Background: an optimization exercise with open tools, aiming at small area. Do not read the settings as production practice. At most, simulation tests tie the RTL to the original design; equivalence was not proved. No functional check of the RTL was part of run 6. Power and IR drop assume default switching activity.

File: flow/config.mk
export PLATFORM = sky130hd
export DESIGN_NAME = fano_decoder_top
export DESIGN_NICKNAME = fano_decoder_top
export VERILOG_FILES = /design/flow/design.v
export SDC_FILE = /design/flow/constraint.sdc
export NUM_CORES = 4
export LEC_CHECK = 0
export CAP_MARGIN = 20
export CORE_MARGIN = 2
export CORE_UTILIZATION = 70
export SLEW_MARGIN = 20
File: flow/constraint.sdc
create_clock -name core_clock -period 8.0 [get_ports {clk}]
set_input_delay 1.6000 -clock core_clock [delete_from_list [all_inputs] [get_ports {clk}]]
set_output_delay 1.6000 -clock core_clock [all_outputs]
set_load 0.01 [all_outputs]
File: flow/design.v
`timescale 1ns/1ps
module fano_decoder_top (
    input  logic       clk,
    input  logic       nlocal_rst,
    input  logic       i_vld,
    input  logic [1:0] i_branch,
    output logic       o_vld,
    output logic       o_dec_sym
);
    localparam int WIN   = 64;            
    localparam int NSRCH = 53;            
    localparam logic [5:0] PTR_MAX = 6'd52;
    localparam logic [10:0] HIST_TAPS = 11'h596;
    localparam logic [3:0] S_INIT = 4'b0000;
    localparam logic [3:0] S_IDLE = 4'b0001;
    localparam logic [3:0] S_FM   = 4'b0010;
    localparam logic [3:0] S_MC1  = 4'b0101;
    localparam logic [3:0] S_MC2  = 4'b0110;
    localparam logic [3:0] S_MC3  = 4'b0111;
    localparam logic [3:0] S_BM0  = 4'b1000;
    localparam logic [3:0] S_BM1  = 4'b1001;
    localparam logic [3:0] S_BM2  = 4'b1010;
    localparam logic [3:0] S_BM3  = 4'b1011;
    logic [3:0]  state_q;
    logic [3:0]  state_d;
    logic        norm_en_q;
    logic [5:0]  ptr_q;
    logic [11:0] fwd_cnt_q;
    logic [NSRCH-1:0][1:0] rx_q;
    logic [WIN-1:0]        dec_q;
    logic [NSRCH-1:0]      worst_q;
    logic [11:0]           hist_q;
    logic        bm_ed_q;
    logic        bm_ep_q;
    logic        bm_w_q;
    logic signed [13:0] t_q;
    logic [13:0]        t_run;
    logic signed [15:0] mc_q;
    logic signed [15:0] mp_q;
    logic signed [15:0] ms_c;
    logic clr;
    logic rst;
    logic s_idle, s_mc2, s_mc3, s_fm, s_bm0, s_bm2, s_bm3;
    logic ms_ge_t, mp_ge_t, mp_below_next, at_norm;
    logic fwd_move, back_move, start_fwd, mark_worst, t_up, t_down, norm;
    logic worst_here;
    logic [5:0]  rd_idx;
    logic [1:0]  rd_rx;
    logic        rd_worst;
    logic [5:0]  wr_idx;
    logic [6:0]  ptr_sum;
    logic        p_at_max;
    logic        h_down;
    logic        h_up;
    assign rst    = !nlocal_rst;
    assign clr    = rst || (state_q == S_INIT);
    assign s_idle = state_q == S_IDLE;
    assign s_mc2  = state_q == S_MC2;
    assign s_mc3  = state_q == S_MC3;
    assign s_fm   = state_q == S_FM;
    assign s_bm0  = state_q == S_BM0;
    assign s_bm2  = state_q == S_BM2;
    assign s_bm3  = state_q == S_BM3;
    assign rd_idx   = s_bm0 ? ptr_q : ptr_q - 6'd1;
    assign rd_rx    = rx_q[rd_idx];
    assign rd_worst = worst_q[rd_idx];
    assign worst_here = rd_worst;
    logic [10:0] bm_hist;
    logic        bm_start;
    logic        pick;
    logic        mis_d, mis_p;
    logic signed [15:0] bm_val;
    assign bm_start = start_fwd || s_bm0;
    assign bm_hist  = s_bm0 ? hist_q[11:1] : hist_q[10:0];
    always_ff @(posedge clk) begin
        if (bm_start) begin
            bm_ed_q <= rd_rx[1];
            bm_ep_q <= rd_rx[0] ^ (^(bm_hist & HIST_TAPS));
            bm_w_q  <= s_bm0 ? rd_worst : mark_worst;
        end
    end
    assign pick  = (bm_ed_q & bm_ep_q) ^ bm_w_q;
    assign mis_d = bm_ed_q ^ pick;
    assign mis_p = bm_ep_q ^ pick;
    always_comb begin
        case ({state_q[3], mis_d, mis_p})
            3'b000:  bm_val = 16'sd2;
            3'b011:  bm_val = -16'sd10;
            3'b001:  bm_val = -16'sd4;
            3'b010:  bm_val = -16'sd4;
            3'b100:  bm_val = -16'sd2;
            3'b111:  bm_val = 16'sd10;
            default: bm_val = 16'sd4;
        endcase
    end
    logic signed [15:0] m_sum;
    logic [15:0] add_a;
    logic [3:0]  add_lo;
    logic        hi_en;
    logic [11:0] hi_run;
    assign add_a  = state_q[3] ? mp_q : mc_q;
    assign add_lo = {1'b0, add_a[3:1]} + {1'b0, bm_val[3:1]};
    assign hi_en  = add_lo[3] ^ bm_val[15];
    always_comb begin
        hi_run[0] = hi_en;
        for (int i = 1; i < 12; i++) begin
            hi_run[i] = hi_run[i-1] & (add_a[i+3] ^ bm_val[15]);
        end
    end
    assign m_sum = {add_a[15:4] ^ hi_run, add_lo[2:0], add_a[0]};
    logic signed [13:0] ms_hi;
    logic signed [13:0] mp_hi;
    assign ms_c  = m_sum;
    assign ms_hi = ms_c[15:2];
    assign mp_hi = mp_q[15:2];
    function automatic logic cmp_ge(input logic [13:0] x, input logic [13:0] y, input logic ge_in);
        logic c;
        logic xi, yi;
        c = ge_in;
        for (int i = 0; i < 14; i++) begin
            xi = (i == 13) ? !x[i] : x[i];
            yi = (i == 13) ? y[i] : !y[i];
            c = (xi & yi) | ((xi | yi) & c);
        end
        cmp_ge = c;
    endfunction
    logic mp_cmp;
    assign ms_ge_t       = cmp_ge(ms_hi, t_q, 1'b1);
    assign mp_cmp        = cmp_ge(mp_hi, t_q, !s_fm);
    assign mp_ge_t       = mp_cmp;
    assign mp_below_next = !mp_cmp && !(!t_q[13] && t_run[13]);
    assign at_norm       = t_q == 14'sd64;
    assign fwd_move   = s_mc3 && ms_ge_t;
    assign back_move  = (s_mc3 && !ms_ge_t && mp_ge_t) || (s_bm3 && worst_here && mp_ge_t);
    assign t_down     = (s_mc3 && !ms_ge_t && !mp_ge_t) || (s_bm3 && worst_here && !mp_ge_t);
    assign t_up       = s_fm && mp_below_next;
    assign norm       = s_idle && at_norm && norm_en_q;
    assign mark_worst = s_bm3 && !worst_here;
    assign start_fwd  = (s_idle && ptr_q != 6'd0) || mark_worst;
    always_comb begin
        state_d = state_q;
        case (state_q)
            S_INIT: state_d = S_IDLE;
            S_IDLE: if (ptr_q != 6'd0) state_d = S_MC1;
            S_MC1:  state_d = S_MC2;
            S_MC2:  state_d = S_MC3;
            S_MC3:  state_d = ms_ge_t ? S_FM : (mp_ge_t ? S_BM0 : S_IDLE);
            S_FM:   state_d = S_IDLE;
            S_BM0:  state_d = S_BM1;
            S_BM1:  state_d = S_BM2;
            S_BM2:  state_d = S_BM3;
            S_BM3:  state_d = worst_here ? (mp_ge_t ? S_BM0 : S_IDLE) : S_MC1;
            default: state_d = S_INIT;
        endcase
    end
    always_ff @(posedge clk) begin
        if (!nlocal_rst) begin
            state_q <= S_INIT;
        end else begin
            state_q <= state_d;
        end
    end
    always_ff @(posedge clk) begin
        if (clr || state_q[3:2] == 2'b01) begin
            norm_en_q <= 1'b1;
        end else if (norm) begin
            norm_en_q <= 1'b0;
        end
    end
    assign ptr_sum = {1'b0, ptr_q} + {6'd0, i_vld} + {6'd0, back_move} - {6'd0, fwd_move};
    always_ff @(posedge clk) begin
        if (clr) begin
            ptr_q <= '0;
        end else if (ptr_sum > {1'b0, PTR_MAX}) begin
            ptr_q <= PTR_MAX;
        end else begin
            ptr_q <= ptr_sum[5:0];
        end
    end
    logic       cnt_lo_zero;     
    logic       cnt_hi_zero;     
    logic       cnt_is_0, cnt_is_1, cnt_is_max;
    logic       cnt_up_in, cnt_dn_in;
    assign cnt_lo_zero = fwd_cnt_q[10:0] == 11'd0;
    assign cnt_hi_zero = fwd_cnt_q[11:1] == 11'd0;
    assign cnt_is_0    = cnt_hi_zero && !fwd_cnt_q[0];
    assign cnt_is_1    = cnt_hi_zero && fwd_cnt_q[0];
    assign cnt_is_max  = cnt_lo_zero && fwd_cnt_q[11];
    assign cnt_up_in   = fwd_cnt_q[11] ^ fwd_cnt_q[5] ^ fwd_cnt_q[3] ^ fwd_cnt_q[0] ^ cnt_lo_zero;
    assign cnt_dn_in   = fwd_cnt_q[0] ^ fwd_cnt_q[6] ^ fwd_cnt_q[4] ^ fwd_cnt_q[1] ^ cnt_hi_zero;
    always_ff @(posedge clk) begin
        if (rst) begin
            fwd_cnt_q <= '0;
        end else if (fwd_move && !cnt_is_max) begin
            fwd_cnt_q <= {fwd_cnt_q[10:0], cnt_up_in};
        end else if (back_move && !cnt_is_0) begin
            fwd_cnt_q <= {cnt_dn_in, fwd_cnt_q[11:1]};
        end
    end
    assign wr_idx = ptr_q - 6'd1 + {5'd0, i_vld};
    always_ff @(posedge clk) begin
        if (i_vld) begin
            rx_q <= {rx_q[NSRCH-2:0], i_branch};
        end
    end
    always_ff @(posedge clk) begin
        for (int s = 0; s < WIN; s++) begin
            if (clr) begin
                dec_q[s] <= 1'b0;
            end else if (s < NSRCH && fwd_move && wr_idx == 6'(s)) begin
                dec_q[s] <= pick;
            end else if (i_vld) begin
                dec_q[s] <= (s == 0) ? 1'b0 : dec_q[(s == 0) ? 0 : s - 1];
            end
        end
    end
    always_ff @(posedge clk) begin
        for (int s = 0; s < NSRCH; s++) begin
            if (clr) begin
                worst_q[s] <= 1'b0;
            end else if ((mark_worst || start_fwd) && wr_idx == 6'(s)) begin
                worst_q[s] <= mark_worst;
            end else if (i_vld) begin
                worst_q[s] <= (s == 0) ? 1'b0 : worst_q[(s == 0) ? 0 : s - 1];
            end
        end
    end
    assign p_at_max = ptr_q == PTR_MAX;
    assign h_down   = fwd_move || (p_at_max && i_vld);
    assign h_up     = back_move && !p_at_max && !(ptr_q == PTR_MAX - 6'd1 && i_vld);
    logic [WIN-13:0] dec_above;
    assign dec_above = dec_q[WIN-1:12];
    always_ff @(posedge clk) begin
        if (clr) begin
            hist_q <= '0;
        end else if (h_down) begin
            hist_q <= {hist_q[10:0], fwd_move ? pick : dec_q[PTR_MAX-1]};
        end else if (h_up) begin
            hist_q <= {dec_above[ptr_q], hist_q[11:1]};
        end
    end
    always_comb begin
        t_run[0] = 1'b1;
        for (int i = 1; i < 14; i++) begin
            t_run[i] = t_run[i-1] & (t_q[i-1] ^ t_down);
        end
    end
    always_ff @(posedge clk) begin
        if (clr) begin
            t_q  <= '0;
            mc_q <= '0;
            mp_q <= 16'sh8000;
        end else begin
            if (t_down || t_up) begin
                t_q <= t_q ^ t_run;
            end else if (norm) begin
                t_q <= 14'sd32;
            end
            if (fwd_move) begin
                mp_q <= mc_q;
                mc_q <= ms_c;
            end else if (back_move) begin
                mc_q <= mp_q;
            end else if (norm) begin
                mp_q <= mp_q >>> 1;
                mc_q <= mc_q >>> 1;
            end else if (s_bm2) begin
                if (cnt_is_0) begin
                    mp_q <= 16'sh8000;
                end else if (cnt_is_1) begin
                    mp_q <= '0;
                end else begin
                    mp_q <= m_sum;
                end
            end
        end
    end
    always_ff @(posedge clk) begin
        if (!nlocal_rst) begin
            o_vld <= 1'b0;
        end else begin
            o_vld <= i_vld;
        end
    end
    always_ff @(posedge clk) begin
        o_dec_sym <= dec_q[WIN-1];
    end
endmodule
File: flow/flow/run.sh
#!/bin/bash
# Own layout flow: the standard layout (standard.sh, unchanged synthesis
# script and register mapping) with two changes:
#  - the ABC script that maps the synthesised logic to cells
#    (flow/abc_speed.script: ORFS's speed script with delay relaxation and more
#    area-recovery rounds, and without its final buffering and sizing passes,
#    which placement's repair redoes anyway)
#  - clock tree synthesis with clkbuf_4 only, small sink clusters and no dummy
#    loads (flow/cts_args.txt)
# Each step's output goes to its own log in this folder; ORFS keeps its logs
# under orfs/logs.
set -euo pipefail
here=$(pwd)
rm -rf "$here/scripts"
cp -r "$FLOW_HOME/scripts" "$here/scripts"
cp "$here/flow/abc_speed.script" "$here/scripts/abc_speed.script"
cts_args=$(cat "$here/flow/cts_args.txt")
bash "$here/standard.sh" SCRIPTS_DIR="$here/scripts" "CTS_ARGS=$cts_args" finish > "$here/standard_flow.log" 2>&1
File: flow/flow/abc_speed.script
&get -n
&st
&dch
&nf -R 1000 -F 8
&st
&syn2
&if -g -K 6
&synch2
&nf -R 1000 -F 8
&st
&syn2
&if -g -K 6
&synch2
&nf -R 1000 -F 8
&st
&syn2
&if -g -K 6
&synch2
&nf -R 1000 -F 8
&st
&syn2
&if -g -K 6
&synch2
&nf -R 1000 -F 8
&put
topo
File: flow/flow/cts_args.txt
-sink_clustering_enable -repair_clock_nets -dont_use_dummy_load -buf_list sky130_fd_sc_hd__clkbuf_4 sky130_fd_sc_hd__clkbuf_8 -sink_clustering_size 16 -sink_clustering_max_diameter 50
File: flow/standard.sh
#!/bin/bash
# synth_recipe.tcl (not shown) runs the flow's synth.tcl, then flattens the netlist and writes it again
# the make line also repeats each setting of config.mk as NAME=value (left out here)
make -C /OpenROAD-flow-scripts/flow DESIGN_CONFIG=/design/flow/config.mk WORK_HOME=/design/flow/orfs CLKGATE_MAP_FILE= SYNTH_SCRIPT=/design/flow/synth_recipe.tcl "${@:-finish}"
==> summary.md, run 1 <==
| Metric | Value |
|---|---|
| Outcome | aborted with a tool error |
| Exit stage | clock tree synthesis (4_1_cts) |
| Error | [ERROR STA-0564] clock_tree_synthesis positional arguments not supported. |
| EDFF count, synth | 109 |
| Mapped Nets | 1,568 |
| Largest area contributor in the netlist | dfxtp_1 |
| DP Worst Slack | 1.015 ns |
| Primary FF master, synth | dfxtp_1 |
| Avg Inst Size Synth | 10.37 um2 |
| Initial Utilization | 70.86% |
| Port Buffers | 6 |
| Cell count after synthesis | 1,537 |
| DP Wirelength | 26,520 um |
| Die width | 154.9 um |
| Die H | 154.9 um |
| Register area share after synthesis | 45.39% |
| Synth top area share | 24.86% |
| RePlAce Congestion | 0.9124 |
| Synthesized area | 0.01595 mm2 |
| Post-synthesis cell type count | 54 |
| Async S/R FF share, synth | 0% |
| Site row count | 55 |
| Synth area leaders | dfxtp_1, edfxtp_1, mux4_2, mux2i_1, a21oi_1 |
| Syn. warnings | 1 |
| Synthesis-stage register bit count | 307 |
| Cells after DPL | 1,857 |
| Io pins | 7 |
synth_stat cells (3+ instances only):
master,instances
nor4_1,5
o221ai_1,49
a211oi_1,7
nand4_1,6
fa_1,3
dfxtp_1,198
nor3_1,27
and2_0,4
a31oi_1,13
nor2b_1,15
nand2b_1,59
a221oi_1,19
or3_1,8
mux2i_1,100
clkinv_1,34
mux2_1,4
and3_1,14
edfxtp_1,109
nor2_1,141
a21oi_1,153
o31ai_1,3
xnor2_1,49
a22oi_1,11
a222oi_1,4
nand3_1,65
o21ai_0,133
nand2_1,106
maj3_1,7
ha_1,23
mux4_2,60
o22ai_1,12
o311a_1,47
a21o_1,3
xor2_1,15
or2_0,5
worst min path at each step:
stage	to	slack (ns)	cells past startpoint
2_1_floorplan	o_dec_sym	0.35	0
3_3_place_gp	o_dec_sym	0.37	0
3_5_place_dp	o_dec_sym	0.38	0
cells by family after synthesis:
logic type | after synthesis | share of synthesized area (%)
AOI/OAI and AO/OA | 471 | 18.94
xor gates and xnor gates | 64 | 3.515
adders and majority gates | 33 | 2.621
buffers and inverters | 34 | 0.8004
DFF | 307 | 45.39
muxes | 164 | 15.03
and+or+nand+nor | 464 | 13.70
power groups by stage:
| stage | Clock, mW | Sequential [mW] | Combinational [mW] |
|---|---|---|---|
| after floorplan | 0 | 1.77 | 1.50 |
| after detailed placement | 0 | 1.79 | 2.19 |
| after global placement | 0 | 1.78 | 2.15 |
through the flow:
step	hold WS [ns]	total power, mW	cell area [um2]
after floorplan	0.3456	3.272	15970
after detailed placement	0.3752	3.977	16700
after global placement	0.3689	3.930	16680
==> run 2, diff against run 1 <==
==> flow/flow/cts_args.txt (replaced) <==
-sink_clustering_enable -repair_clock_nets -dont_use_dummy_load -buf_list {sky130_fd_sc_hd__clkbuf_4 sky130_fd_sc_hd__clkbuf_8} -sink_clustering_size 16 -sink_clustering_max_diameter 50
==> run 2 against run 1 <==
The run now finishes clean. Synthesized cell count unchanged. Synthesized area stayed put.
==> summary.md, run 2 <==
| Metric | Value |
|---|---|
| Outcome | finished clean |
| Least-Margin Pin Slew | 1.114 ns |
| Worst skew pair latency | 0.63 ns |
| Worst r2r src | bm_ep_q |
| Slew Limit Fails | 0 |
| CTS Buf Count | 31 |
| Crit path launch type | flop |
| Core Footprint | 0.02250 mm2 |
| Worst Path Arrival | 7.54 ns |
| Vias | 13,204 |
| First-pass GRT wire length | 64,940 um |
| Vias in the first global route | 12,218 |
| Top cells by count, synth | dfxtp_1, a21oi_1, nor2_1 |
| Final Cycle Share | 88.85% |
| Avg Inst Size Synth | 10.37 um2 |
| Io pins | 7 |
| CTS Root Cell | clkbuf_8 |
| Synth area leaders | dfxtp_1, edfxtp_1, mux4_2, mux2i_1, a21oi_1 |
| CP max stage delay | 0.54 ns |
| CTS resizes | 0 |
| Most frequent cells in the layout | dfxtp_1, a21oi_1, nor2_1 |
| Nets@finish | 1,636 |
| Site row count | 55 |
| Initial Utilization | 70.86% |
| Routed WL | 40,450 um |
| ANT cells | 0 |
| Die width | 154.9 um |
| Worst hold path class | flop to flop |
| DP Wirelength | 26,520 um |
| Synthesis-stage register bit count | 307 |
| Final Hold Vio Count | 0 |
| Main combinational cell family by area after synthesis | compound AO/OA/AOI/OAI gates |
| Top Registers | rx_q: 106 flops, dec_q: 64 flops, worst_q: 53 flops |
| Crit path from | bm_ep_q |
| Xor and xnor area share after synthesis | 3.515% |
| Biggest register | rx_q |
| RePlAce Congestion | 0.9124 |
| Slowest stage cell, crit path | nand2b_1 |
| Register area share after synthesis | 45.39% |
| CTS HTree Levels | 1 |
| CTS sink count | 307 |
| Synthesized area | 0.01595 mm2 |
| Placed Area | 0.01670 mm2 |
| Commonest non-fill, non-tap cell in the layout | dfxtp_1 |
| Hold path startpoint | dec_q[63] |
| P_leak | 5.856 nW |
| Syn. warnings | 1 |
| CP required | 8.43 ns |
| TritonCTS clock tree | done |
| Setup CP Type | flop to flop |
| Ratio of cells with drive above 1 in the final layout | 8.609% |
| Hold-fix buffers at CTS | 0 |
| Clock skew | 0.08488 ns |
| Total negative slack | 0 ns |
| Synth top area share | 24.86% |
| Fin area | 0.01713 mm2 |
| GRT Residual Overflow | 0 |
| Clock transition at the registers of the reported paths | 0.08 ns |
| Final Setup Violations | 0 |
| Max_cap viols | 0 |
| Area growth syn-to-layout | 7.407% |
| Cell Pwr Density | 282.1 mW/mm2 |
| Drt via density | 6.994 |
| Post-synthesis cell type count | 54 |
| Post-route ant nets | 0 |
| Largest area contributor in the netlist | dfxtp_1 |
| RSZ-0062 raised after global routing | false |
| Min Hold Slack | 0.3904 ns |
| Primary FF master, synth | dfxtp_1 |
| Most frequent cell after synthesis | dfxtp_1 |
| Crit path top cell by count | nor2_1 |
| Simple-gate share of the synthesized area | 13.70% |
| Initial DRC Count | 1,509 |
| Full die area | 0.02400 mm2 |
| Initial antenna violation count | 0 |
| Gr usage total | 33.50% |
| Adder-Cell Fraction of Synth Area | 2.621% |
| Final design utilization | 76.11% |
| Setup crit end kind | flop |
| Max FO, Critical Path | 15 |
| Fmax | 140.7 MHz |
| Max VDD drop | 252.2 uV |
| DRC viols | 0 |
| Post-synthesis mux area share | 15.03% |
| Slew margin rel. | 25.75% |
| Post-CTS setup buffers | 0 |
| Async S/R FF share, synth | 0% |
| Cell count after synthesis | 1,537 |
| EDFF count, synth | 109 |
| Largest register FFs | 106 |
| First-pass DRT Iterations | 7 |
| Largest net degree at the start of global routing | 107 |
| Max Root-Sink Buffers | 3 |
| Fill count | 1,594 |
| Final min period | 7.108 ns |
| Port Buffers | 6 |
| Synth Area in Compound Gates | 18.94% |
| Die H | 154.9 um |
| Routed len/inst | 21.43 um |
| Mapped Nets | 1,568 |
run 2: final cells by class:
class                           count  area (um2)  share of cell area [%]
Inverter                           34       127.6                  0.7452
Tap cell                          285       356.6                   2.082
Timing Repair Buffer               35       295.3                   1.724
Multi-Input combinational cell   1196        8682                   50.69
Sequential cell                   307        7238                   42.26
Clock buffer                       31       426.7                   2.491
run 2: cell families (layout without fill, tap and decap cells):
family          after synthesis  after routing
flops                       307            307
simple gates                464            464
xor+xnor                     64             64
compound gates              471            471
fa+ha+maj                    33             33
buf+inv                      34            100
mux                         164            164
run 2: through the flow:
step	total power, mW	cells	setup slack [ns]
2_1_floorplan	3.272	1537	0.07409
3_3_place_gp	3.930	1856	1.246
3_5_place_dp	3.977	1857	1.015
4_1_cts	4.817	1888	0.9894
5_1_grt	5.077	1888	0.3712
6_report	4.832	1888	0.8923
run 2: final timing paths:
check / to / slack [ns] / depth (start not counted)
hold reg to reg: o_dec_sym / 0.39 / 0
hold / removal: o_dec_sym / 0.39 / 0
setup reg to reg: t_q[9] / 0.89 / 27
setup / recovery: t_q[9] / 0.89 / 27
run 2: critical path: cells and delay by family (launching register included):
kind	cells	cell delay [ns]
DFF	1	0.40
xor gates and xnor gates	3	0.96
AOI/OAI and AO/OA	11	2.87
muxes	1	0.28
and+or+nand+nor	10	1.93
adders and majority gates	2	0.49
run 2: where the power goes:
| group | internal (mW) | total (mW) | switching [mW] |
|---|---|---|---|
| clock | 0.342 | 0.843 | 0.501 |
| sequential | 1.69 | 1.75 | 0.0615 |
| combinational | 0.712 | 2.23 | 1.52 |
run 2: per-layer routing:
metal  GRT usage (%)  routed length (um)  vias up
met5               0                   0        -
met4           15.21                1977        0
met3           4.011                2624      134
met2           55.01               19540      574
met1           45.14               16310     6362
li1                -                   -     6134
==> run 3, diff against run 2 <==
==> flow/flow/cts_args.txt (replaced) <==
-sink_clustering_enable -repair_clock_nets -dont_use_dummy_load -buf_list sky130_fd_sc_hd__clkbuf_4 -sink_clustering_size 9 -sink_clustering_max_diameter 40
==> run 3 against run 2 <==
Sequential share of layout area up 0.21 points. Final area down 0.50%. Non-clock buffer count unchanged. Fmax down 0.93%. Critical endpoint unchanged. Largest cell class unchanged. Highest routed layer unchanged.
==> summary.md, run 3 <==
| Metric | Value |
|---|---|
| EDFF count, synth | 109 |
| CTS Buf Count | 45 |
| DRC viols | 0 |
| First-pass DRT Iterations | 8 |
| Async S/R FF share, synth | 0% |
| Final Cycle Share | 89.68% |
| Outcome | finished clean |
| Commonest non-fill, non-tap cell in the layout | dfxtp_1 |
| Top cells by count, synth | dfxtp_1, a21oi_1, nor2_1 |
| Post-route ant nets | 0 |
| Cell Pwr Density | 279.6 mW/mm2 |
| Post-CTS setup buffers | 0 |
| Max Root-Sink Buffers | 3 |
| GRT Residual Overflow | 0 |
| Avg Inst Size Synth | 10.37 um2 |
| Post-synthesis mux area share | 15.03% |
| Final min period | 7.174 ns |
| Vias | 13,277 |
| Core Footprint | 0.02250 mm2 |
| Hold path startpoint | dec_q[63] |
| Post-synthesis cell type count | 54 |
| Worst reg2reg path depth | 27 |
| Initial Utilization | 70.86% |
| Crit path top cell by count | nor2_1 |
| Slowest stage cell, crit path | nand2b_1 |
| Final Setup Violations | 0 |
| Gr usage total | 33.88% |
| Reg2reg end | t_q[9] |
| Setup CP Type | flop to flop |
| Io pins | 7 |
| Max_cap viols | 0 |
| CTS Root Cell | clkbuf_4 |
| Worst hold stages | 0 |
| Synth top area share | 24.86% |
| Largest net degree at the start of global routing | 107 |
| First-pass GRT wire length | 65,410 um |
| Most frequent cell after synthesis | dfxtp_1 |
| Largest register FFs | 106 |
| Area growth syn-to-layout | 6.866% |
| Slew Limit Fails | 0 |
| Synth Area in Compound Gates | 18.94% |
| Port Buffers | 6 |
| Top Registers | rx_q: 106 flops, dec_q: 64 flops, worst_q: 53 flops |
| Adder-Cell Fraction of Synth Area | 2.621% |
| Primary FF master, synth | dfxtp_1 |
| Synthesized area | 0.01595 mm2 |
| Worst Path Arrival | 7.67 ns |
| Hold EP | o_dec_sym |
| Full die area | 0.02400 mm2 |
| Main combinational cell family by area after synthesis | compound AO/OA/AOI/OAI gates |
| Slew margin rel. | 25.03% |
| CTS sink count | 307 |
| CTS resizes | 0 |
| Synth area leaders | dfxtp_1, edfxtp_1, mux4_2, mux2i_1, a21oi_1 |
| Syn. warnings | 1 |
| Setup crit end kind | flop |
| P_leak | 5.840 nW |
| Fmax | 139.4 MHz |
| Cell count after synthesis | 1,537 |
| Xor and xnor area share after synthesis | 3.515% |
| Delay-heaviest family, CP | compound AO/OA/AOI/OAI gates |
| Post-layout total power | 4.764 mW |
| Synthesis-stage register bit count | 307 |
| CP max stage delay | 0.55 ns |
| CTS HTree Levels | 2 |
| Worst hold path class | flop to flop |
| Mapped Nets | 1,568 |
| Total negative slack | 0 ns |
| Worst Path Buf+Inv | 0 |
| Routed WL | 40,750 um |
| Routed len/inst | 21.41 um |
| CP required | 8.49 ns |
| Die width | 154.9 um |
| Initial DRC Count | 1,546 |
| Most frequent cells in the layout | dfxtp_1, a21oi_1, nor2_1 |
| Largest area contributor in the netlist | dfxtp_1 |
| RePlAce Congestion | 0.9124 |
| Ratio of cells with drive above 1 in the final layout | 9.400% |
| DP Wirelength | 26,520 um |
| Crit path launch type | flop |
| Final Hold Vio Count | 0 |
| Simple-gate share of the synthesized area | 13.70% |
| Clock skew | 0.08258 ns |
| Max FO, Critical Path | 15 |
| TritonCTS clock tree | done |
| Worst skew pair latency | 0.71 ns |
| Site row count | 55 |
| Max VDD drop | 294.1 uV |
| Clock transition at the registers of the reported paths | 0.10 ns |
| Drt via density | 6.977 |
| Hold-fix buffers at CTS | 0 |
| Register area share after synthesis | 45.39% |
| RSZ-0062 raised after global routing | false |
| Least-Margin Pin Slew | 1.125 ns |
| Vias in the first global route | 12,314 |
| Nets@finish | 1,650 |
| Internal reg-to-reg setup slack | 0.83 ns |
| Initial antenna violation count | 1 |
| Die H | 154.9 um |
| Biggest register | rx_q |
| Worst r2r src | bm_ep_q |
-- run 3: worst max path at each step --
| stage | start | end | slack, ns | depth (start not counted) |
|---|---|---|---|---|
| finish | bm_ep_q | t_q[9] | 0.83 | 27 |
| global route | bm_ep_q | t_q[9] | 0.33 | 27 |
| CTS | bm_ep_q | t_q[9] | 0.94 | 27 |
| detailed placement | bm_ep_q | t_q[9] | 1.01 | 27 |
| global placement | bm_ep_q | t_q[9] | 1.25 | 27 |
| floorplan | state_q[3] | ptr_q[3] | 0.07 | 21 |
-- run 3: per-stage QoR --
stage | util, % | setup slack, ns | instance area [um2] | hold WS (ns) | instances
after global placement | 74.12 | 1.246 | 16680 | 0.3689 | 1856
after detailed placement | 74.21 | 1.015 | 16700 | 0.3752 | 1857
final | 75.72 | 0.8258 | 17040 | 0.3878 | 1903
after global routing | 75.72 | 0.3251 | 17040 | 0.3974 | 1903
after CTS | 75.71 | 0.9429 | 17040 | 0.3858 | 1902
after floorplan | - | 0.07409 | 15970 | 0.3456 | 1537
-- run 3: final cells by class --
| cell class | count | area (um2) |
|---|---|---|
| Multi-Input combinational cell | 1196 | 8682 |
| Sequential cell | 307 | 7238 |
| Fill cell | 1600 | 5463 |
| Tap cell | 285 | 356.6 |
| Clock buffer | 45 | 337.8 |
| Timing Repair Buffer | 35 | 295.3 |
| Inverter | 34 | 127.6 |
| Antenna cell | 1 | 2.502 |
-- run 3: kinds of logic after synthesis --
family          count (synthesis)
simple gates                  464
compound gates                471
flops                         307
fa+ha+maj                      33
buf+inv                        34
mux                           164
xor+xnor                       64
-- run 3: power by group --
group / internal [mW] / switching (mW)
clock: 0.258 / 0.510
sequential: 1.69 / 0.0616
combinational: 0.712 / 1.53
total: 2.66 / 2.10
-- run 3: layer usage --
metal | global-route usage, % | share of wire [%] | vias up
li1 | - | - | 6166
met1 | 45.81 | 41 | 6410
met2 | 54.69 | 48 | 550
met3 | 4.680 | 6.5 | 151
met4 | 15.96 | 4.7 | 0
met5 | 0 | 0 | -
==> run 4, diff against run 3 <==
--- a/flow/design.v
+++ b/flow/design.v
@@ -29,7 +29,8 @@
     logic [NSRCH-1:0][1:0] rx_q;
     logic [WIN-1:0]        dec_q;
     logic [NSRCH-1:0]      worst_q;
-    logic [11:0]           hist_q;
+    logic [10:0]           hist_q;
+    logic                  dec_r;
     logic        bm_ed_q;
     logic        bm_ep_q;
     logic        bm_w_q;
@@ -71,7 +72,7 @@
     logic        mis_d, mis_p;
     logic signed [15:0] bm_val;
     assign bm_start = start_fwd || s_bm0;
-    assign bm_hist  = s_bm0 ? hist_q[11:1] : hist_q[10:0];
+    assign bm_hist  = s_bm0 ? {dec_r, hist_q[10:1]} : hist_q[10:0];
     always_ff @(posedge clk) begin
         if (bm_start) begin
             bm_ed_q <= rd_rx[1];
@@ -228,15 +229,16 @@
     assign p_at_max = ptr_q == PTR_MAX;
     assign h_down   = fwd_move || (p_at_max && i_vld);
     assign h_up     = back_move && !p_at_max && !(ptr_q == PTR_MAX - 6'd1 && i_vld);
-    logic [WIN-13:0] dec_above;
-    assign dec_above = dec_q[WIN-1:12];
+    logic [WIN-12:0] dec_above;
+    assign dec_above = dec_q[WIN-1:11];
+    assign dec_r     = dec_above[ptr_q];
     always_ff @(posedge clk) begin
         if (clr) begin
             hist_q <= '0;
         end else if (h_down) begin
-            hist_q <= {hist_q[10:0], fwd_move ? pick : dec_q[PTR_MAX-1]};
+            hist_q <= {hist_q[9:0], fwd_move ? pick : dec_q[PTR_MAX-1]};
         end else if (h_up) begin
-            hist_q <= {dec_above[ptr_q], hist_q[11:1]};
+            hist_q <= {dec_r, hist_q[10:1]};
         end
     end
     always_comb begin
==> run 4 against run 3 <==
First-iteration DRC count shrank 25%. Clock power is 2% lower. Routed wire length decreased by 2.6%. Sequential power about the same. Clock-buffer cell count did not move. Worst setup slack better by 0.065 ns. Critical path depth rose by 4. Register-to-register slack gained 0.06 ns. Die area about the same. Cell count fell by 0.32%. Still clean on timing, DRC and antenna. Combinational power increased by 4%. Worst hold slack better by 0.015 ns.
==> summary.md, run 4 <==
| Metric | Value |
|---|---|
| Outcome | finished clean |
| Worst Path Arrival | 7.63 ns |
| P_leak | 5.800 nW |
| Worst r2r src | bm_ep_q |
| Most frequent cells in the layout | dfxtp_1, o21ai_0, a21oi_1 |
| Crit path from | bm_ep_q |
| Die H | 154.9 um |
| Initial DRC Count | 1,161 |
| Setup CP Type | flop to flop |
| CP required | 8.52 ns |
| Final min period | 7.110 ns |
| Avg Inst Size Synth | 10.41 um2 |
| Slew Limit Fails | 0 |
| Vias in the first global route | 12,458 |
| EDFF count, synth | 109 |
| DRC viols | 0 |
| First-pass DRT Iterations | 6 |
| RePlAce Congestion | 0.9000 |
| Synth area leaders | dfxtp_1, edfxtp_1, mux4_2, mux2i_1, o21ai_0 |
| Total negative slack | 0 ns |
| Slowest stage cell, crit path | nor2b_2 |
| Clock transition at the registers of the reported paths | 0.10 ns |
| Clock skew | 0.1222 ns |
| Die width | 154.9 um |
| Initial Utilization | 70.81% |
| Top Registers | rx_q: 106 flops, dec_q: 64 flops, worst_q: 53 flops |
| CTS Buf Count | 45 |
| Ratio of cells with drive above 1 in the final layout | 8.752% |
| Max_cap viols | 0 |
| Cell Pwr Density | 283.6 mW/mm2 |
| DP Wirelength | 25,620 um |
| Full die area | 0.02399 mm2 |
| Mapped Nets | 1,560 |
| Io pins | 7 |
| Final Non-Filler Cells | 1,897 |
| Initial antenna violation count | 1 |
| Crit path launch type | flop |
| Site row count | 55 |
| Max FO, Critical Path | 15 |
| Hold-fix buffers at CTS | 0 |
| Final Cycle Share | 88.87% |
| Setup crit end kind | flop |
| Biggest register | rx_q |
| Post-route ant nets | 0 |
| Commonest non-fill, non-tap cell in the layout | dfxtp_1 |
| CTS sink count | 306 |
| Post-synthesis cell type count | 55 |
| Syn. warnings | 1 |
| Min Hold Slack | 0.4026 ns |
| First-pass GRT wire length | 64,350 um |
| Post-CTS setup buffers | 0 |
| Cell count after synthesis | 1,530 |
| Least-Margin Pin Slew | 1.136 ns |
| Synth top area share | 24.75% |
| Port Buffers | 6 |
| Async S/R FF share, synth | 0% |
| TritonCTS clock tree | done |
| Slew margin rel. | 23.71% |
| Final Setup Violations | 0 |
| Largest register FFs | 106 |
| Area growth syn-to-layout | 6.910% |
| RSZ-0062 raised after global routing | false |
| Max VDD drop | 305.5 uV |
| Core Footprint | 0.02250 mm2 |
| Top cells by count, synth | dfxtp_1, o21ai_0, a21oi_1 |
| CTS HTree Levels | 2 |
| Largest net degree at the start of global routing | 73 |
| Final Hold Vio Count | 0 |
| Largest area contributor in the netlist | dfxtp_1 |
| Max Root-Sink Buffers | 3 |
| Worst skew pair latency | 0.73 ns |
| Primary FF master, synth | dfxtp_1 |
| Register area share after synthesis | 45.29% |
| Worst hold path class | flop to flop |
| Nets@finish | 1,643 |
| CP max stage delay | 0.50 ns |
| Vias | 13,296 |
| Synthesized area | 0.01593 mm2 |
| Gr usage total | 33.02% |
| Fmax | 140.7 MHz |
| Routed WL | 39,710 um |
| Drt via density | 7.009 |
| Most frequent cell after synthesis | dfxtp_1 |
| CTS Root Cell | clkbuf_4 |
| Synthesis-stage register bit count | 306 |
| Hold path startpoint | dec_q[63] |
| Routed len/inst | 20.93 um |
| GRT Residual Overflow | 0 |
| Cells after DPL | 1,850 |
[run 4: changes by cell type in the layout (fill, tap and decap cells not counted), moves of 7 or more]
cell and change:
nor2_1 -33, clkinv_1 +7, a21oi_1 -23, mux4_2 -8
o221ai_1 +12, o21ai_0 +13, a221oi_1 -10, a22oi_1 +8
nand2_1 +9
[run 4: cells by family (layout without fill, tap and decap cells)]
logic type	count (synthesis)	in the layout	share of synthesized area [%]
compound gates	487	487	20.20
simple gates	435	435	12.96
flops	306	306	45.29
mux	163	163	14.39
xor+xnor	63	63	3.463
buf+inv	41	122	0.9659
fa+ha+maj	35	35	2.733
other cells	0	1	0
[run 4: where the power goes]
group	switching (mW)	total (mW)	internal, mW	leakage (nW)
Combinational	1.57	2.32	0.748	2.93
Clock	0.499	0.756	0.258	0.207
Sequential	0.0628	1.75	1.69	2.66
Total	2.13	4.83	2.70	5.80
[run 4: layout make-up]
type                       count  area [um2]
multi-input combinational   1183        8657
tap                          285       356.6
clock buffer                  45       337.8
antenna                        1       2.502
fill                        1622        5468
sequential                   306        7217
inverter                      41       153.9
timing repair buffer          36       310.3
[run 4: final timing paths]
path	end	cells past startpoint	slack [ns]
worst min-delay path	o_dec_sym	0	0.40
worst max register to register	t_q[12]	31	0.89
worst max-delay path	t_q[12]	31	0.89
worst min register to register	o_dec_sym	0	0.40
[run 4: layer usage]
metal  part of all wire, %  up-vias  GRT usage (%)
met5                     0        -              0
met4                   3.5        0          12.74
met3                   7.0      108          4.735
met2                    47      566          53.74
met1                    42     6431          45.33
li1                      -     6191              -
[run 4: worst max-delay path: cells and delay by family (launching register included)]
kind                       cells  cell delay, ns
DFF                            1            0.41
xor gates and xnor gates       3            0.75
and+or+nand+nor               14            3.34
buffers and inverters          1            0.21
AOI/OAI and AO/OA             11            1.81
adders and majority gates      2            0.46
[run 4: through the flow]
step | instance area (um2) | total power, mW | util, % | setup WS, ns
2_1_floorplan | 15950 | 3.312 | - | 0.09255
3_3_place_gp | 16660 | 3.991 | 74.02 | 1.120
3_5_place_dp | 16660 | 4.043 | 74.02 | 0.8168
4_1_cts | 17000 | 4.785 | 75.52 | 0.6839
5_1_grt | 17040 | 5.082 | 75.70 | 0.2442
6_report | 17040 | 4.831 | 75.70 | 0.8904
[run 4: repair_timing]
item | 4_1_cts | 5_1_grt
setup endpoints to repair | 0 | 1
endpoints found under the hold margin | 0 | 0
gates resized for setup | 0 | 1
==> run 5, diff against run 4 <==
==> flow/flow/abc_speed.script (replaced) <==
&get -n
&st
&dch -f
&nf -R 1000 -F 8
&st
&dc2
&dch -f
&nf -R 1000 -F 8
&st
&dc2
&dch -f
&nf -R 1000 -F 8
&st
&dc2
&dch -f
&nf -R 1000 -F 8
&st
&dc2
&dch -f
&nf -R 1000 -F 8
&put
topo
==> run 5 against run 4 <==
Still clean. Synthesized area down 2.5%. Cell count up 5.5%. Fmax down 4.2%. Via count up 5.5%. Clock power up 0.8%. Non-clock buffer count up 4. Clock skew down 0.045 ns. Sequential power about the same. Routed wire length up 7.7%. Worst setup slack worse by 0.31 ns. Synthesized cell count up 6.9%. Critical path type unchanged. Highest routed layer unchanged.
==> summary.md, run 5 <==
| Metric | Value |
|---|---|
| RePlAce Congestion | 0.9769 |
| GRT Residual Overflow | 0 |
| Worst r2r src | bm_w_q |
| Vias | 14,032 |
| Simple-gate share of the synthesized area | 14.21% |
| CP endpoint | ptr_q[1] |
| Max Root-Sink Buffers | 3 |
| Worst hold path class | flop to flop |
| Worst skew pair latency | 0.71 ns |
| Slew margin rel. | 25.00% |
| Drt via density | 7.012 |
| Xor and xnor area share after synthesis | 3.326% |
| Most frequent cell after synthesis | dfxtp_1 |
| Initial DRC Count | 1,537 |
| CTS Root Cell | clkbuf_4 |
| CP max stage delay | 0.47 ns |
| Area growth syn-to-layout | 6.997% |
| Internal reg-to-reg setup slack | 0.58 ns |
| Least-Margin Pin Slew | 1.121 ns |
| Setup CP Type | flop to flop |
| Largest register FFs | 106 |
| Routed WL | 42,760 um |
| Post-synthesis cell type count | 54 |
| Syn. warnings | 1 |
| Top cells by count, synth | dfxtp_1, nor2_1, nand2_1 |
| CP required | 8.61 ns |
| Post-route ant nets | 0 |
| Max FO, Critical Path | 17 |
| Adder-Cell Fraction of Synth Area | 2.416% |
| Final Setup Violations | 0 |
| Site row count | 54 |
| Top Registers | rx_q: 106 flops, dec_q: 64 flops, worst_q: 53 flops |
| Final Cycle Share | 92.77% |
| Cell count after synthesis | 1,636 |
| First-pass DRT Iterations | 7 |
| Fill count | 1,601 |
| Main combinational cell family by area after synthesis | compound AO/OA/AOI/OAI gates |
| Cell Pwr Density | 267.5 mW/mm2 |
| Synth top area share | 25.38% |
| DP Wirelength | 28,340 um |
| Routed len/inst | 21.37 um |
| Nets@finish | 1,752 |
| Synthesis-stage register bit count | 306 |
| Avg Inst Size Synth | 9.498 um2 |
| Crit path top cell by count | nor2_1 |
| EDFF count, synth | 109 |
| Max VDD drop | 178.2 uV |
| CTS HTree Levels | 2 |
| Mapped Nets | 1,666 |
| DP Worst Slack | 0.3824 ns |
| Worst reg2reg path depth | 39 |
| Final Hold Vio Count | 0 |
| First-pass GRT wire length | 69,310 um |
| Core Footprint | 0.02182 mm2 |
| Max_cap viols | 0 |
| Clock transition at the registers of the reported paths | 0.10 ns |
| Crit path from | bm_w_q |
| Post-synthesis mux area share | 5.943% |
| CTS sink count | 306 |
| Vias in the first global route | 13,392 |
| TritonCTS clock tree | done |
| Synth Area in Compound Gates | 26.69% |
| Crit path launch type | flop |
| Primary FF master, synth | dfxtp_1 |
| Biggest register | rx_q |
| Initial Utilization | 71.20% |
| Largest area contributor in the netlist | dfxtp_1 |
| Slew Limit Fails | 0 |
| DRC viols | 0 |
| Commonest non-fill, non-tap cell in the layout | dfxtp_1 |
| Largest net degree at the start of global routing | 101 |
| Io pins | 7 |
| Clock skew | 0.07751 ns |
| Reg2reg end | ptr_q[1] |
| Full die area | 0.02341 mm2 |
| Synthesized area | 0.01554 mm2 |
| P_leak | 6.245 nW |
| Worst Path Arrival | 8.03 ns |
| Ratio of cells with drive above 1 in the final layout | 5.523% |
| Async S/R FF share, synth | 0% |
| Post-layout total power | 4.448 mW |
| Fmax | 134.7 MHz |
| Slack of the critical path | 0.5782 ns |
| Final min period | 7.422 ns |
| Synth area leaders | dfxtp_1, edfxtp_1, mux2i_1, o21ai_0, nor2_1 |
| Most frequent cells in the layout | dfxtp_1, nor2_1, nand2_1 |
| Gr usage total | 36.04% |
| Die H | 153.0 um |
| Initial antenna violation count | 1 |
| CTS Buf Count | 44 |
| Setup crit end kind | flop |
| Slowest stage cell, crit path | or3_2 |
| Register area share after synthesis | 46.44% |
| Outcome | finished clean |
| Die width | 153.0 um |
| Port Buffers | 6 |
[run 5: where the power goes]
part           switching, mW  internal (mW)  total [mW]
clock network          0.510          0.253       0.762
registers             0.0549           1.69        1.74
logic                   1.37          0.575        1.94
[run 5: through the flow]
step | hold WS (ns) | instances | TNS (ns) | utilization [%] | instance area [um2]
2_1_floorplan | 0.3505 | 1636 | 0 | - | 15550
3_3_place_gp | 0.3748 | 1953 | 0 | 74.45 | 16250
3_5_place_dp | 0.3746 | 1953 | 0 | 74.45 | 16250
4_1_cts | 0.3912 | 1997 | 0 | 75.96 | 16580
5_1_grt | 0.3935 | 2001 | -0.02005 | 76.18 | 16630
6_report | 0.3910 | 2001 | 0 | 76.18 | 16630
[run 5: how the worst min path moves through the flow]
stage               startpoint         to  slack, ns  depth (start not counted)
CTS                  dec_q[63]  o_dec_sym       0.39                          0
global placement     dec_q[63]  o_dec_sym       0.37                          0
detailed placement   dec_q[63]  o_dec_sym       0.37                          0
finish               dec_q[63]  o_dec_sym       0.39                          0
floorplan            dec_q[63]  o_dec_sym       0.35                          0
global route         dec_q[63]  o_dec_sym       0.39                          0
[run 5: cells by family after synthesis]
logic type | count (synthesis)
flops | 306
fa+ha+maj | 29
xor+xnor | 59
compound gates | 608
simple gates | 506
buf+inv | 40
mux | 88
[run 5: critical path, delay by kind of cell, from the launching register on]
family | cells | cell delay (ns)
simple gates | 14 | 1.72
xor+xnor | 5 | 1.15
buf+inv | 3 | 0.26
flops | 1 | 0.44
compound gates | 11 | 2.02
fa+ha+maj | 6 | 1.82
[run 5: area by class of cell]
class | count | area, um2 | share of cell area [%]
clock buffer | 44 | 330.3 | 1.987
inverter | 40 | 150.1 | 0.9031
tap | 280 | 350.3 | 2.107
sequential | 306 | 7217 | 43.41
multi-input combinational | 1290 | 8255 | 49.65
antenna | 1 | 2.502 | 0.01505
timing repair buffer | 40 | 320.3 | 1.927
[run 5: metal layers]
| metal | up-vias | track usage (%) | wire, um |
|---|---|---|---|
| met4 | 0 | 17.20 | 2007 |
| met1 | 6691 | 47.71 | 17300 |
| met5 | - | 0 | 0 |
| met3 | 142 | 6.748 | 3601 |
| li1 | 6517 | - | - |
| met2 | 682 | 57.66 | 19850 |
[run 5: repair_timing]
item	in CTS	in global routing
resized for setup	0	4
hold buffers	0	0
buffers inserted	0	3
setup endpoints to repair	0	14
==> run 6, diff against run 5 <==
--- a/flow/design.v
+++ b/flow/design.v
@@ -49,7 +49,7 @@
     logic [1:0]  rd_rx;
     logic        rd_worst;
     logic [5:0]  wr_idx;
-    logic [6:0]  ptr_sum;
+    logic [5:0]  ptr_m1, ptr_p1, ptr_p2;
     logic        p_at_max;
     logic        h_down;
     logic        h_up;
@@ -62,7 +62,7 @@
     assign s_bm0  = state_q == S_BM0;
     assign s_bm2  = state_q == S_BM2;
     assign s_bm3  = state_q == S_BM3;
-    assign rd_idx   = s_bm0 ? ptr_q : ptr_q - 6'd1;
+    assign rd_idx   = s_bm0 ? ptr_q : ptr_m1;
     assign rd_rx    = rx_q[rd_idx];
     assign rd_worst = worst_q[rd_idx];
     assign worst_here = rd_worst;
@@ -168,14 +168,18 @@
             norm_en_q <= 1'b0;
         end
     end
-    assign ptr_sum = {1'b0, ptr_q} + {6'd0, i_vld} + {6'd0, back_move} - {6'd0, fwd_move};
+    assign ptr_m1 = ptr_q - 6'd1;
+    assign ptr_p1 = ptr_q + 6'd1;
+    assign ptr_p2 = ptr_q + 6'd2;
     always_ff @(posedge clk) begin
         if (clr) begin
             ptr_q <= '0;
-        end else if (ptr_sum > {1'b0, PTR_MAX}) begin
-            ptr_q <= PTR_MAX;
-        end else begin
-            ptr_q <= ptr_sum[5:0];
+        end else if (fwd_move) begin
+            ptr_q <= i_vld ? ptr_q : ptr_m1;
+        end else if (back_move && i_vld) begin
+            ptr_q <= (ptr_q >= PTR_MAX - 6'd1) ? PTR_MAX : ptr_p2;
+        end else if (back_move || i_vld) begin
+            ptr_q <= p_at_max ? PTR_MAX : ptr_p1;
         end
     end
     logic       cnt_lo_zero;     
@@ -198,7 +202,7 @@
             fwd_cnt_q <= {cnt_dn_in, fwd_cnt_q[11:1]};
         end
     end
-    assign wr_idx = ptr_q - 6'd1 + {5'd0, i_vld};
+    assign wr_idx = i_vld ? ptr_q : ptr_m1;
     always_ff @(posedge clk) begin
         if (i_vld) begin
             rx_q <= {rx_q[NSRCH-2:0], i_branch};
==> run 6 against run 5 <==
Clock-buffer cell count unchanged. Utilization increased by 0.37 points. Still clean. Critical path depth decreased by 4. Clock skew decreased by 0.013 ns. Largest cell class unchanged. Sequential share of layout area increased by 0.062 points. Sequential power about the same. Largest power group is now sequential cells. Clock power decreased by 0.7%. Final area decreased by 0.14%. Die area decreased by 0.84%. Cell count increased by 3.9%.
==> summary.md, run 6 <==
| Metric | Value |
|---|---|
| Final Cycle Share | 92.96% |
| Reg2reg end | t_q[9] |
| Primary FF master, synth | dfxtp_1 |
| Final min period | 7.437 ns |
| Slew Limit Fails | 0 |
| CTS Root Cell | clkbuf_4 |
| Vias in the first global route | 13,491 |
| Post-layout total power | 3.088 mW |
| Io pins | 7 |
| Fill count | 1,562 |
| Synthesized area | 0.01540 mm2 |
| Fin area | 0.01660 mm2 |
| Least-Margin Pin Slew | 1.117 ns |
| Slew margin rel. | 24.87% |
| Fmax | 134.5 MHz |
| Register area share after synthesis | 46.85% |
| Top Registers | rx_q: 106 flops, dec_q: 64 flops, worst_q: 53 flops |
| Max Root-Sink Buffers | 3 |
| CTS Buf Count | 44 |
| Initial antenna violation count | 1 |
| Slack of the critical path | 0.5635 ns |
| Full die area | 0.02321 mm2 |
| Avg Inst Size Synth | 9.024 um2 |
| Most frequent cells in the layout | dfxtp_1, nor2_1, a21oi_1 |
| GRT Residual Overflow | 0 |
| DP Wirelength | 27,120 um |
| First-pass DRT Iterations | 9 |
| Routed len/inst | 20.44 um |
| Largest register FFs | 106 |
| Nets@finish | 1,816 |
| Post-synthesis cell type count | 52 |
| Commonest non-fill, non-tap cell in the layout | dfxtp_1 |
| Worst r2r src | bm_w_q |
| Synthesis-stage register bit count | 306 |
| P_leak | 5.377 nW |
| Site row count | 54 |
| Gr usage total | 35.70% |
| Internal reg-to-reg setup slack | 0.56 ns |
| Largest net degree at the start of global routing | 215 |
| Post-route ant nets | 0 |
| First-pass GRT wire length | 68,570 um |
| Final Hold Vio Count | 0 |
| Synth top area share | 25.60% |
| Initial DRC Count | 1,772 |
| Die H | 152.3 um |
| Setup crit end kind | flop |
| Biggest register | rx_q |
| Max_cap viols | 0 |
| Total negative slack | 0 ns |
| Worst skew pair latency | 0.70 ns |
| Setup CP Type | flop to flop |
| CTS sink count | 306 |
| Delay-heaviest family, CP | compound AO/OA/AOI/OAI gates |
| CP max stage delay | 0.45 ns |
| Outcome | finished clean |
| Placed Area | 0.01620 mm2 |
| CTS HTree Levels | 2 |
| Most frequent cell after synthesis | dfxtp_1 |
| Worst hold path class | flop to flop |
| WP depth | 35 |
| Routed WL | 42,520 um |
| Ratio of cells with drive above 1 in the final layout | 6.504% |
| Max FO, Critical Path | 15 |
| Hold path startpoint | dec_q[63] |
| Drt via density | 6.954 |
| Mapped Nets | 1,722 |
| Synth area leaders | dfxtp_1, edfxtp_1, a21oi_1, o21ai_0, nor2_1 |
| Initial Utilization | 71.03% |
| Cell Pwr Density | 186.0 mW/mm2 |
| Crit path top cell by count | a21oi_1 |
| RePlAce Congestion | 0.9266 |
| Final Setup Violations | 0 |
| CP required | 8.59 ns |
| Largest area contributor in the netlist | dfxtp_1 |
| Final design utilization | 76.55% |
| Crit path from | bm_w_q |
| Worst Path Arrival | 8.02 ns |
| TritonCTS clock tree | done |
| Worst reg2reg path depth | 35 |
| EDFF count, synth | 109 |
| DRC viols | 0 |
| Cells after DPL | 2,029 |
| Min Hold Slack | 0.3889 ns |
| Vias | 14,465 |
| Slowest stage cell, crit path | fa_1 |
| Async S/R FF share, synth | 0% |
| Die width | 152.3 um |
| Worst Path Buf+Inv | 1 |
| Area growth syn-to-layout | 7.773% |
| Port Buffers | 6 |
| Max VDD drop | 141.3 uV |
| Cell count after synthesis | 1,707 |
| Top cells by count, synth | dfxtp_1, nor2_1, a21oi_1 |
| Syn. warnings | 1 |
| DP Worst Slack | -0.08134 ns |
| Core Footprint | 0.02169 mm2 |
| Crit path launch type | flop |
| Clock transition at the registers of the reported paths | 0.10 ns |
| Final Non-Filler Cells | 2,080 |
| Clock skew | 0.06409 ns |
| CP endpoint | t_q[9] |
-- run 6: cell count changes after synthesis, sizes merged, moves of 18 or more --
cell    before  now
nor3        28  104
a21oi      117  172
o211a       53    0
o311a       53    0
a221oi      30   72
o22ai       86   46
nor2b       57   27
a211oi       2   31
mux2i       81   60
and2         2   20
-- run 6: power breakdown --
group          total (mW)  switching, mW  internal, mW
sequential           1.71         0.0397          1.67
clock               0.757          0.504         0.253
combinational       0.625          0.433         0.192
-- run 6: layer usage --
layer  vias up  part of all wire [%]  GRT usage (%)
met2       811                    45          54.46
li1       6742                     -              -
met3       161                   9.2          5.432
met5         -                     0              0
met4         0                   4.6          17.40
met1      6751                    41          50.25
-- run 6: worst min-delay path by stage --
stage / endpoint / cells past startpoint / slack [ns]
5_1_grt: o_dec_sym / 0 / 0.41
3_3_place_gp: o_dec_sym / 0 / 0.39
2_1_floorplan: o_dec_sym / 0 / 0.35
6_report: o_dec_sym / 0 / 0.39
3_5_place_dp: o_dec_sym / 0 / 0.38
4_1_cts: o_dec_sym / 0 / 0.39
-- run 6: kinds of logic (layout without fill, tap and decap cells) --
logic type | count (synthesis) | in the layout | synth area share (%)
simple gates | 602 | 602 | 17.59
buf+inv | 53 | 145 | 1.291
fa+ha+maj | 15 | 15 | 1.186
compound gates | 603 | 603 | 24.27
xor+xnor | 53 | 53 | 3.013
flops | 306 | 306 | 46.85
other cells | 0 | 1 | 0
mux | 75 | 75 | 5.799
-- run 6: final cells by class --
| type | count | area, um2 | area share [%] |
|---|---|---|---|
| well taps | 280 | 350.3 | 2.110 |
| clock buffers | 44 | 330.3 | 1.990 |
| multi-input cells | 1348 | 8110 | 48.85 |
| diodes | 1 | 2.502 | 0.01507 |
| repair buffers | 48 | 392.9 | 2.366 |
| inverters | 53 | 198.9 | 1.198 |
| flip-flops and latches | 306 | 7217 | 43.47 |
-- run 6: timing repair --
item                                   in CTS  in global routing
setup endpoints to repair                   2                 12
resized for setup                           1                  5
buffers inserted                            0                  6
pin swaps                                   0                  1
endpoints found under the hold margin       0                  0
hold buffers                                0                  0
==> run 7, diff against run 6 <==
--- a/flow/design.v
+++ b/flow/design.v
@@ -77,7 +77,7 @@
         if (bm_start) begin
             bm_ed_q <= rd_rx[1];
             bm_ep_q <= rd_rx[0] ^ (^(bm_hist & HIST_TAPS));
-            bm_w_q  <= s_bm0 ? rd_worst : mark_worst;
+            bm_w_q  <= s_bm0 ? rd_worst : state_q[3];
         end
     end
     assign pick  = (bm_ed_q & bm_ep_q) ^ bm_w_q;
@@ -223,8 +223,8 @@
         for (int s = 0; s < NSRCH; s++) begin
             if (clr) begin
                 worst_q[s] <= 1'b0;
-            end else if ((mark_worst || start_fwd) && wr_idx == 6'(s)) begin
-                worst_q[s] <= mark_worst;
+            end else if (start_fwd && wr_idx == 6'(s)) begin
+                worst_q[s] <= state_q[3];
             end else if (i_vld) begin
                 worst_q[s] <= (s == 0) ? 1'b0 : worst_q[(s == 0) ? 0 : s - 1];
             end
--- a/flow/config.mk
+++ b/flow/config.mk
@@ -7,5 +7,5 @@
 export LEC_CHECK = 0
 export CAP_MARGIN = 20
 export CORE_MARGIN = 2
-export CORE_UTILIZATION = 70
+export CORE_UTILIZATION = 65
 export SLEW_MARGIN = 20
==> run 7 against run 6 <==
Sequential share of layout area is 0.16 points higher. Synthesized area is 0.30% lower. Clock skew is 0.011 ns higher. Highest routed layer unchanged. First-iteration DRC count is 2.3% higher. Routed wire length is 1.7% lower. Non-clock buffer count is 8 lower. Final area is 0.35% lower. Die area is 7.2% higher. Via count is 3.4% lower. Critical path depth is 1 higher.
==> summary.md, run 7 <==
| Metric | Value |
|---|---|
| Vias in the first global route | 12,742 |
| Mapped Nets | 1,641 |
| Core Footprint | 0.02333 mm2 |
| P_leak | 5.407 nW |
| Largest register FFs | 106 |
| Initial Utilization | 65.82% |
| Final min period | 7.416 ns |
| Clock skew | 0.07497 ns |
| Synth Area in Compound Gates | 22.75% |
| Synthesized area | 0.01536 mm2 |
| Slack of the critical path | 0.5841 ns |
| First-pass GRT wire length | 66,610 um |
| Internal reg-to-reg setup slack | 0.58 ns |
| Cell count after synthesis | 1,626 |
| Async S/R FF share, synth | 0% |
| CP max stage delay | 0.39 ns |
| Die width | 157.7 um |
| GRT Residual Overflow | 0 |
| Initial DRC Count | 1,813 |
| Post-synthesis mux area share | 8.261% |
| DRC viols | 0 |
| Main combinational cell family by area after synthesis | compound AO/OA/AOI/OAI gates |
| Commonest non-fill, non-tap cell in the layout | dfxtp_1 |
| Die H | 157.7 um |
| TritonCTS clock tree | done |
| Worst hold path class | flop to flop |
| Max Root-Sink Buffers | 3 |
| Setup CP Type | flop to flop |
| Primary FF master, synth | dfxtp_1 |
| Synthesis-stage register bit count | 306 |
| Largest net degree at the start of global routing | 170 |
| CTS sink count | 306 |
| DP Worst Slack | 0.3607 ns |
| Setup crit end kind | flop |
| Clock transition at the registers of the reported paths | 0.10 ns |
| Slowest stage cell, crit path | edfxtp_1 |
| CTS Buf Count | 45 |
| Routed len/inst | 20.58 um |
| Outcome | finished clean |
| Area growth syn-to-layout | 7.723% |
| Vias | 13,966 |
| Simple-gate share of the synthesized area | 17.07% |
| DP Wirelength | 26,190 um |
| Post-route ant nets | 0 |
| Slew margin rel. | 24.57% |
| Final Non-Filler Cells | 2,032 |
| Drt via density | 6.873 |
| Full die area | 0.02487 mm2 |
| Crit path top cell by count | a21oi_1 |
| Max FO, Critical Path | 6 |
| CP required | 8.52 ns |
| Cell Pwr Density | 177.9 mW/mm2 |
| Post-layout total power | 2.944 mW |
| Largest area contributor in the netlist | dfxtp_1 |
| Most frequent cells in the layout | dfxtp_1, nor2_1, o21ai_0 |
| Cells after DPL | 1,978 |
| Slew Limit Fails | 0 |
| Site row count | 56 |
| Worst Path Arrival | 7.93 ns |
| Avg Inst Size Synth | 9.446 um2 |
| Max_cap viols | 0 |
| Fill count | 1,877 |
| CTS Root Cell | clkbuf_4 |
| Register area share after synthesis | 46.99% |
| CTS HTree Levels | 2 |
| Routed WL | 41,810 um |
| Adder-Cell Fraction of Synth Area | 1.189% |
| First-pass DRT Iterations | 6 |
| Top cells by count, synth | dfxtp_1, nor2_1, o21ai_0 |
| Synth top area share | 25.68% |
| Synth area leaders | dfxtp_1, edfxtp_1, mux2i_1, o21ai_0, a21oi_1 |
| Final Hold Vio Count | 0 |
| Fmax | 134.8 MHz |
| Biggest register | rx_q |
| Ratio of cells with drive above 1 in the final layout | 6.776% |
| Top Registers | rx_q: 106 flops, dec_q: 64 flops, worst_q: 53 flops |
| Crit path launch type | flop |
| Max VDD drop | 111.6 uV |
| Most frequent cell after synthesis | dfxtp_1 |
| EDFF count, synth | 109 |
| Io pins | 7 |
| RePlAce Congestion | 0.9029 |
| Final Setup Violations | 0 |
| Least-Margin Pin Slew | 1.127 ns |
| Xor and xnor area share after synthesis | 3.079% |
| Nets@finish | 1,729 |
| Gr usage total | 33.20% |
| Hold-fix buffers at CTS | 0 |
| Final Cycle Share | 92.70% |
| Post-synthesis cell type count | 46 |
| Syn. warnings | 1 |
| Initial antenna violation count | 1 |
| Worst skew pair latency | 0.70 ns |
| Port Buffers | 6 |
==> run 7: cell types whose count changed in the layout (fill, tap and decap cells not counted), moves of 15 or more <==
cell and delta:
nor3_1 -19, clkinv_1 -26, nand2_1 -77, mux2i_1 +33, or3_1 +28, a221oi_1 -15
a31oi_1 -20, o21a_1 +16, a21oi_1 -24, nor4_1 +37
==> run 7: path summary, 6_finish.rpt <==
path | startpoint | endpoint | cells after the start
worst min register to register | dec_q[63] | o_dec_sym | 0
worst min-delay path | dec_q[63] | o_dec_sym | 0
worst max register to register | bm_ep_q | t_q[11] | 36
worst max-delay path | bm_ep_q | t_q[11] | 36
==> run 7: kinds of logic after synthesis <==
| group | after synthesis |
|---|---|
| flops | 306 |
| fa+ha+maj | 15 |
| buf+inv | 27 |
| mux | 110 |
| xor+xnor | 54 |
| compound gates | 560 |
| simple gates | 554 |
==> run 7: final cells by class <==
cell class                 instances  area, um2  share of cell area (%)
sequential                       306       7218                   43.63
multi-input combinational       1294       8153                   49.28
antenna                            1      2.502                 0.01513
timing repair buffer              40      332.8                   2.012
inverter                          27      101.3                  0.6126
tap                              319      399.1                   2.412
clock buffer                      45      337.8                   2.042
==> run 7: what timing repair did <==
action,in CTS,in global routing
endpoints found under the setup margin,0,8
buffers inserted,0,7
gates resized for setup,0,6
==> run 7: routing by layer <==
layer / wire (um) / track usage, %
met1: 17850 / 46.56
met2: 18910 / 51.61
met3: 3622 / 5.201
met4: 1433 / 13.38
met5: 0 / 0
==> run 7: through the flow <==
stage	util [%]	setup TNS, ns	area [um2]	hold slack (ns)
3_3_place_gp	69.06	0	16110	0.3901
2_1_floorplan	-	-0.08948	15390	0.3500
3_5_place_dp	69.06	0	16110	0.3924
6_report	70.91	0	16540	0.4278
5_1_grt	70.91	-0.005197	16540	0.4252
4_1_cts	70.51	0	16450	0.4154
==> run 7: where the power goes <==
part / switching (mW) / internal [mW]
Sequential: 0.0239 / 1.65
Clock: 0.514 / 0.257
Combinational: 0.362 / 0.135
Total: 0.900 / 2.04
==> run 7: critical path: cells and delay by family, from the launching register on <==
family | cells | cell delay [ns]
AO/OA/AOI/OAI | 14 | 2.55
XOR/XNOR | 3 | 0.55
adder cells (fa/ha/maj) | 4 | 1.19
buffers and inverters | 2 | 0.28
flip-flops | 1 | 0.39
AND/OR/NAND/NOR | 13 | 2.28
==> run 8, diff against run 7 <==
--- a/flow/config.mk
+++ b/flow/config.mk
@@ -7,5 +7,5 @@
 export LEC_CHECK = 0
 export CAP_MARGIN = 20
 export CORE_MARGIN = 2
-export CORE_UTILIZATION = 65
+export CORE_UTILIZATION = 70
 export SLEW_MARGIN = 20
==> run 8 against run 7 <==
Still clean on timing, DRC and antenna. First-iteration DRC count fell by 9.5%. Clock power barely moved. Critical path depth rose by 2. Non-clock buffer count fell by 1. Cell count fell by 2.0%. Sequential share of layout area rose by 0.12 points. Highest routed layer unchanged.
==> summary.md, run 8 <==
| Metric | Value |
|---|---|
| Final min period | 7.426 ns |
| Top cells by count, synth | dfxtp_1, nor2_1, o21ai_0 |
| Site row count | 54 |
| Switching power | 0.8998 mW |
| Max FO, Critical Path | 16 |
| Routed len/inst | 21.46 um |
| Gr usage total | 35.72% |
| GRT Residual Overflow | 0 |
| Synth area leaders | dfxtp_1, edfxtp_1, mux2i_1, o21ai_0, a21oi_1 |
| Multi-input logic area | 0.008167 mm2 |
| Register Area | 0.007218 mm2 |
| Async S/R FF share, synth | 0% |
| Worst Path Arrival | 7.96 ns |
| Routed WL | 42,740 um |
| Most frequent cell after synthesis | dfxtp_1 |
| Fill count | 1,551 |
| Clock power share | 26.1% |
| Synthesis-stage register bit count | 306 |
| Drt via density | 7.080 |
| Mapped Nets | 1,641 |
| Max_cap viols | 0 |
| Slew Limit Fails | 0 |
| Initial DRC Count | 1,640 |
| Slack of the critical path | 0.5741 ns |
| Port Buffers | 6 |
| Post-route ant nets | 0 |
| Max VDD drop | 139.5 uV |
| Outcome | finished clean |
| Commonest non-fill, non-tap cell in the layout | dfxtp_1 |
| Synth top area share | 25.68% |
| CTS Buf Count | 46 |
| Full die area | 0.02314 mm2 |
| Final Setup Violations | 0 |
| Worst hold path class | flop to flop |
| Die H | 152.1 um |
| Largest register FFs | 106 |
| Ratio of cells with drive above 1 in the final layout | 6.955% |
| Post-layout total power | 2.952 mW |
| Clock transition at the registers of the reported paths | 0.10 ns |
| Setup crit end kind | flop |
| CP required | 8.54 ns |
| Initial Utilization | 70.81% |
| DP Wirelength | 26,980 um |
| Post-synthesis cell type count | 46 |
| First-pass DRT Iterations | 8 |
| Sw Share | 30.48% |
| Area growth syn-to-layout | 7.438% |
| Vias in the first global route | 13,032 |
| CTS Root Cell | clkbuf_4 |
| Primary FF master, synth | dfxtp_1 |
| CTS sink count | 306 |
| First-pass GRT wire length | 68,680 um |
| P_leak | 5.403 nW |
| Most frequent cells in the layout | dfxtp_1, nor2_1, o21ai_0 |
| Clock skew | 0.07265 ns |
| Slew margin rel. | 24.53% |
| Flop pwr share | 56.8% |
| TritonCTS clock tree | done |
| Internal | 2.053 mW |
| Initial antenna violation count | 1 |
| Largest area contributor in the netlist | dfxtp_1 |
| RePlAce Congestion | 0.9354 |
| Slowest stage cell, crit path | edfxtp_1 |
| Top Registers | rx_q: 106 flops, dec_q: 64 flops, worst_q: 53 flops |
| DRC viols | 0 |
| Worst skew pair latency | 0.68 ns |
| Largest net degree at the start of global routing | 103 |
| Syn. warnings | 1 |
| CP max stage delay | 0.41 ns |
| Core Footprint | 0.02169 mm2 |
| Nets@finish | 1,728 |
[run 8: critical path: cells and delay by family (launching register included)]
family / cells / cell delay, ns
AOI/OAI and AO/OA: 13 / 2.07
xor gates and xnor gates: 4 / 0.65
buffers and inverters: 3 / 0.54
and+or+nand+nor: 13 / 2.26
muxes: 1 / 0.08
adders and majority gates: 4 / 1.24
DFF: 1 / 0.41
[run 8: logic make-up after synthesis]
| group | count (synthesis) | synth area share [%] |
|---|---|---|
| flip-flops | 306 | 46.99 |
| adder cells (fa/ha/maj) | 15 | 1.189 |
| AND/OR/NAND/NOR | 554 | 17.07 |
| AO/OA/AOI/OAI | 560 | 22.75 |
| multiplexers | 110 | 8.261 |
| buffers and inverters | 27 | 0.6599 |
| XOR/XNOR | 54 | 3.079 |
[run 8: final cells by class]
| class | instances | share of cell area (%) |
|---|---|---|
| tap | 280 | 2.123 |
| antenna | 1 | 0.01517 |
| clock buffer | 46 | 2.093 |
| multi-input combinational | 1293 | 49.49 |
| timing repair buffer | 39 | 1.918 |
| inverter | 27 | 0.6142 |
| sequential | 306 | 43.74 |
[run 8: stage by stage]
stage | setup TNS [ns] | instance area (um2) | hold WS [ns] | util, % | std cells
after global placement | 0 | 16040 | 0.3789 | 73.98 | 1939
after global routing | -0.03833 | 16500 | 0.4050 | 76.08 | 1992
after CTS | 0 | 16390 | 0.3920 | 75.57 | 1985
after detailed placement | 0 | 16040 | 0.3731 | 73.98 | 1939
final | 0 | 16500 | 0.3910 | 76.08 | 1992
after floorplan | -0.08948 | 15390 | 0.3500 | - | 1626
[run 8: timing repair]
action | CTS | global route
setup buffers | 0 | 6
gates resized for setup | 0 | 12
endpoints found under the setup margin | 0 | 13
[run 8: power by group through the flow]
stage	Combinational [mW]	Sequential [mW]	Clock, mW
finish	0.505	1.68	0.770
CTS	0.486	1.68	0.778
floorplan	0.293	1.71	0
detailed placement	0.484	1.71	0
global route	0.539	1.68	0.833
global placement	0.471	1.71	0
[run 8: final timing paths]
kind | from | slack (ns) | cells after the start | end
worst max-delay path | bm_ep_q | 0.57 | 38 | t_q[11]
worst min-delay path | dec_q[63] | 0.39 | 0 | o_dec_sym
worst max register to register | bm_ep_q | 0.57 | 38 | t_q[11]
worst min register to register | dec_q[63] | 0.39 | 0 | o_dec_sym
[run 8: metal layers]
layer	share of wire, %	GRT usage [%]	up-vias	wire length [um]
li1	-	-	6537	-
met1	42	50.95	6628	17850
met2	46	55.45	803	19490
met3	9.0	5.362	136	3844
met4	3.7	14.11	0	1562
met5	0	0	-	0
